From an optimization exercise on the open Yosys and OpenROAD flow, aimed at small area and a short achievable clock period; shortcuts taken in it are not production practice. The RTL was checked by simulation tests, not by an equivalence proof against the original design. Power and IR drop assume default switching activity.

the previous run:
## branch_target_unit
module branch_target_unit #(
  parameter int XLEN    = 32,
  parameter int ENTRIES = 32,
  localparam int IDX_W  = $clog2(ENTRIES),
  localparam int TAG_W  = XLEN - IDX_W - 2
) (
  input  logic            clk,
  input  logic            rst,
  input  logic            flush_all,
  input  logic [XLEN-1:0] pc_f,
  output logic            pred_taken_f,
  output logic [XLEN-1:0] pred_target_f,
  input  logic            update_e,
  input  logic [XLEN-1:0] pc_e,
  input  logic [XLEN-1:0] imm_ext_e,
  input  logic [XLEN-1:0] rs1_e,
  input  logic            is_jalr_e,
  input  logic            taken_e,
  input  logic            pred_taken_e,
  input  logic [XLEN-1:0] pred_target_e,
  output logic [XLEN-1:0] pc_target_e,
  output logic            mispredict_e
);
Size: roughly 5400 cells after synthesis, roughly 1900 flip-flops, about 230 I/O pins, about 0.083 mm^2 of cells after synthesis.
==> module branch_target_unit, before the edit <==
module branch_target_unit #(
  parameter int XLEN    = 32,
  parameter int ENTRIES = 32,
  localparam int IDX_W  = $clog2(ENTRIES),
  localparam int TAG_W  = XLEN - IDX_W - 2
) (
  input  logic            clk,
  input  logic            rst,
  input  logic            flush_all,
  input  logic [XLEN-1:0] pc_f,
  output logic            pred_taken_f,
  output logic [XLEN-1:0] pred_target_f,
  input  logic            update_e,
  input  logic [XLEN-1:0] pc_e,
  input  logic [XLEN-1:0] imm_ext_e,
  input  logic [XLEN-1:0] rs1_e,
  input  logic            is_jalr_e,
  input  logic            taken_e,
  input  logic            pred_taken_e,
  input  logic [XLEN-1:0] pred_target_e,
  output logic [XLEN-1:0] pc_target_e,
  output logic            mispredict_e
);
  logic [ENTRIES-1:0] valid;
  logic [TAG_W-1:0]   tags [ENTRIES];
  logic [XLEN-1:0]    tgts [ENTRIES];
  logic [1:0]         ctrs [ENTRIES];
  logic [IDX_W-1:0]   idx_f, idx_e;
  logic [TAG_W-1:0]   tag_f, tag_e;
  logic [ENTRIES-1:0] sel_f, sel_e;
  assign idx_f = pc_f[IDX_W+1:2];
  assign tag_f = pc_f[XLEN-1:IDX_W+2];
  assign idx_e = pc_e[IDX_W+1:2];
  assign tag_e = pc_e[XLEN-1:IDX_W+2];
  always_comb begin
    for (int i = 0; i < ENTRIES; i++) begin
      sel_f[i] = (idx_f == i[IDX_W-1:0]);
      sel_e[i] = (idx_e == i[IDX_W-1:0]);
    end
  end
  logic [ENTRIES-1:0] hsel_f;
  logic             rv_e;
  logic [TAG_W-1:0] rtag_e;
  logic [XLEN-1:0]  rtgt_f;
  logic             rc1_f;
  logic [1:0]       rctr_e;
  logic [ENTRIES-1:0] match_f;
  always_comb begin
    for (int i = 0; i < ENTRIES; i++) match_f[i] = (tags[i] == tag_f);
  end
  always_comb begin
    rtgt_f = '0; rc1_f = 1'b0;
    rv_e = 1'b0; rtag_e = '0; rctr_e = '0;
    for (int i = 0; i < ENTRIES; i++) begin
      hsel_f[i] = sel_f[i] & valid[i] & match_f[i];
      rtgt_f |= {XLEN{hsel_f[i]}} & tgts[i];
      rc1_f  |= hsel_f[i] & ctrs[i][1];
      rv_e   |= sel_e[i] & valid[i];
      rtag_e |= {TAG_W{sel_e[i]}} & tags[i];
      rctr_e |= {2{sel_e[i]}} & ctrs[i];
    end
  end
  logic hit_e;
  assign hit_e = rv_e & (rtag_e == tag_e);
  assign pred_taken_f  = rc1_f;
  assign pred_target_f = rtgt_f;
  logic [XLEN-1:0] base_e, sum_e;
  assign base_e      = is_jalr_e ? rs1_e : pc_e;
  localparam int LVLS = $clog2(XLEN);
  logic [XLEN-1:0] pg [LVLS+1];
  logic [XLEN-1:0] pp [LVLS+1];
  always_comb begin
    pg[0] = base_e & imm_ext_e;
    pp[0] = base_e ^ imm_ext_e;
    for (int k = 0; k < LVLS; k++) begin
      for (int i = 0; i < XLEN; i++) begin
        if (i >= (1 << k)) begin
          pg[k+1][i] = pg[k][i] | (pp[k][i] & pg[k][i-(1<<k)]);
          pp[k+1][i] = pp[k][i] & pp[k][i-(1<<k)];
        end else begin
          pg[k+1][i] = pg[k][i];
          pp[k+1][i] = pp[k][i];
        end
      end
    end
  end
  assign sum_e = pp[0] ^ {pg[LVLS][XLEN-2:0], 1'b0};
  assign pc_target_e = {sum_e[XLEN-1:1], sum_e[0] & ~is_jalr_e};
  logic [XLEN-1:0] need_c, gen_c;
  logic            tgt_eq;
  always_comb begin
    for (int i = 0; i < XLEN; i++) begin
      need_c[i] = base_e[i] ^ imm_ext_e[i] ^ pred_target_e[i];
      gen_c[i]  = (base_e[i] & imm_ext_e[i]) |
                  (need_c[i] & (base_e[i] | imm_ext_e[i]));
    end
  end
  logic eq0;
  assign eq0 = is_jalr_e ? ~pred_target_e[0] : ~need_c[0];
  always_comb begin
    tgt_eq = eq0 & (need_c[1] == (base_e[0] & imm_ext_e[0]));
    for (int i = 2; i < XLEN; i++)
      tgt_eq &= (need_c[i] == gen_c[i-1]);
  end
  assign mispredict_e = update_e &
                        ((taken_e ^ pred_taken_e) | (taken_e & pred_taken_e & ~tgt_eq));
  logic       wr_t;
  logic [1:0] ctr_new;
  assign wr_t = update_e & taken_e;
  always_comb begin
    if (!hit_e)       ctr_new = taken_e ? 2'b10 : rctr_e;
    else if (taken_e) ctr_new = (rctr_e == 2'b11) ? 2'b11 : rctr_e + 2'd1;
    else              ctr_new = (rctr_e == 2'b00) ? 2'b00 : rctr_e - 2'd1;
  end
  always_ff @(posedge clk or posedge rst) begin
    if (rst) begin
      valid <= '0;
    end else begin
      for (int i = 0; i < ENTRIES; i++)
        if (flush_all)             valid[i] <= 1'b0;
        else if (wr_t && sel_e[i]) valid[i] <= 1'b1;
    end
  end
  always_ff @(posedge clk) begin
    for (int i = 0; i < ENTRIES; i++) begin
      if (wr_t && sel_e[i]) begin
        tags[i] <= tag_e;
        tgts[i] <= pc_target_e;
      end
      if (update_e && sel_e[i]) ctrs[i] <= ctr_new;
    end
  end
endmodule
==> flow/config.mk <==
export PLATFORM = sky130hd
export DESIGN_NAME = branch_target_unit
export DESIGN_NICKNAME = branch_target_unit
export VERILOG_FILES = /design/flow/design.v
export SDC_FILE = /design/flow/constraint.sdc
export NUM_CORES = 4
export LEC_CHECK = 0
export CAP_MARGIN = 40
export CORE_MARGIN = 2
export CORE_UTILIZATION = 40
export CTS_BUF_LIST = sky130_fd_sc_hd__clkbuf_16
export CTS_CLUSTER_DIAMETER = 60
export CTS_CLUSTER_SIZE = 20
export SETUP_SLACK_MARGIN = 2.3
export SLEW_MARGIN = 30
==> flow/constraint.sdc <==
create_clock -name core_clock -period 9.0 [get_ports {clk}]
set_input_delay 1.8000 -clock core_clock [delete_from_list [all_inputs] [get_ports {clk}]]
set_output_delay 1.8000 -clock core_clock [all_outputs]
set_load 0.01 [all_outputs]
standard.sh (not shown) runs the stock make flow with config.mk's settings and CLKGATE_MAP_FILE= SYNTH_SCRIPT=/design/flow/synth_recipe.tcl, a recipe that flattens the netlist after the stock synthesis.
==> flow/flow/run.sh <==
#!/bin/bash
# The standard layout with two changes:
#  - the input and output ports are buffered with buf_4 instead of the
#    delay-line buffer (clkdlybuf4s50_1) that buffer_ports picks on its own;
#    every port still gets its own buffer.
#  - clock tree synthesis inserts no dummy loads (the arguments are otherwise
#    those ORFS builds from config.mk's CTS settings).
set -euo pipefail
export BUFFER_PORTS_ARGS="-buffer_cell sky130_fd_sc_hd__buf_4"
export CTS_ARGS="-sink_clustering_enable -repair_clock_nets -sink_clustering_size 20 -sink_clustering_max_diameter 60 -buf_list sky130_fd_sc_hd__clkbuf_16 -dont_use_dummy_load"
bash standard.sh finish > standard_flow.log 2>&1
--- input diff the previous run..the current run ---
--- a/flow/design.v
+++ b/flow/design.v
@@ -37,10 +37,9 @@
       sel_f[i] = (idx_f == i[IDX_W-1:0]);
       sel_e[i] = (idx_e == i[IDX_W-1:0]);
     end
   end
-  logic [ENTRIES-1:0] hsel_f;
-  logic             rv_e;
+  logic             rv_f, rv_e;
   logic [TAG_W-1:0] rtag_e;
   logic [XLEN-1:0]  rtgt_f;
   logic             rc1_f;
   logic [1:0]       rctr_e;
@@ -48,23 +47,24 @@
   always_comb begin
     for (int i = 0; i < ENTRIES; i++) match_f[i] = (tags[i] == tag_f);
   end
   always_comb begin
-    rtgt_f = '0; rc1_f = 1'b0;
+    rv_f = 1'b0; rtgt_f = '0; rc1_f = 1'b0;
     rv_e = 1'b0; rtag_e = '0; rctr_e = '0;
     for (int i = 0; i < ENTRIES; i++) begin
-      hsel_f[i] = sel_f[i] & valid[i] & match_f[i];
-      rtgt_f |= {XLEN{hsel_f[i]}} & tgts[i];
-      rc1_f  |= hsel_f[i] & ctrs[i][1];
+      rv_f   |= sel_f[i] & valid[i] & match_f[i];
+      rtgt_f |= {XLEN{sel_f[i]}} & tgts[i];
+      rc1_f  |= sel_f[i] & ctrs[i][1];
       rv_e   |= sel_e[i] & valid[i];
       rtag_e |= {TAG_W{sel_e[i]}} & tags[i];
       rctr_e |= {2{sel_e[i]}} & ctrs[i];
     end
   end
-  logic hit_e;
+  logic hit_f, hit_e;
+  assign hit_f = rv_f;
   assign hit_e = rv_e & (rtag_e == tag_e);
-  assign pred_taken_f  = rc1_f;
-  assign pred_target_f = rtgt_f;
+  assign pred_taken_f  = hit_f & rc1_f;
+  assign pred_target_f = {XLEN{hit_f}} & rtgt_f;
   logic [XLEN-1:0] base_e, sum_e;
   assign base_e      = is_jalr_e ? rs1_e : pc_e;
   localparam int LVLS = $clog2(XLEN);
   logic [XLEN-1:0] pg [LVLS+1];
[summary]
Re overall routed net length: the previous run was higher than the current run. The previous run has a higher highest ir drop seen on vdd than the current run. Going from the previous run to the current run, mean instance size in the synthesized netlist shrank slightly. Comparing the current run with the previous run, the vertical die dimension came out essentially unchanged. The overall power consumption number comes out lower for the previous run vs the current run. In terms of count of placed standard cells in the final layout, fillers left out, the current run and the previous run differ only marginally. Comparing the current run and the previous run, the higher basic-gate share of the synthesized area counting and, or, nand and nor cells is on the current run. Between the current run and the previous run, the difference in final-stage net count is negligible. Min slew at the pin closest to its max-slew limit across the current run and the previous run: the current run. Diff the current run and the previous run: number of buffers created by CTS lower in the current run. Sort the current run and the previous run by compound-cell area share of the yosys netlist, ascending, and the current run comes first. Post-route fraction of the period consumed by the critical path in the current run is 0.86 points below the previous run.

[static timing again, ports no longer ideal]
Ports are ideal in the flow. The routed layouts listed here were re-timed in OpenROAD. Step 1: set_driving_cell puts a clkbuf_16 on clk and a buf_2 on each other input, an assumption about the parent block. Step 2 moves the port delays by t, midway between the first and last clock arrival at a register: inputs arrive t later, outputs are due t later. That takes back most of the time a late clock gives input paths. Three values: ideal, step 1, step 2; two values: the first two.
run | t, ns | setup WS [ns] | hold slack, ns
the previous run | 0.905 | 2.069 / 1.820 / 1.319 | 0.540 / 0.540 / 0.540
the current run | 0.926 | 2.146 / 2.099 / 1.379 | 0.536 / 0.536 / 0.536
After both steps every run listed still meets setup and hold. For the current run, which loses most, drivers alone change the setup slack by -0.047 ns; drivers and shift together by -0.767 ns.
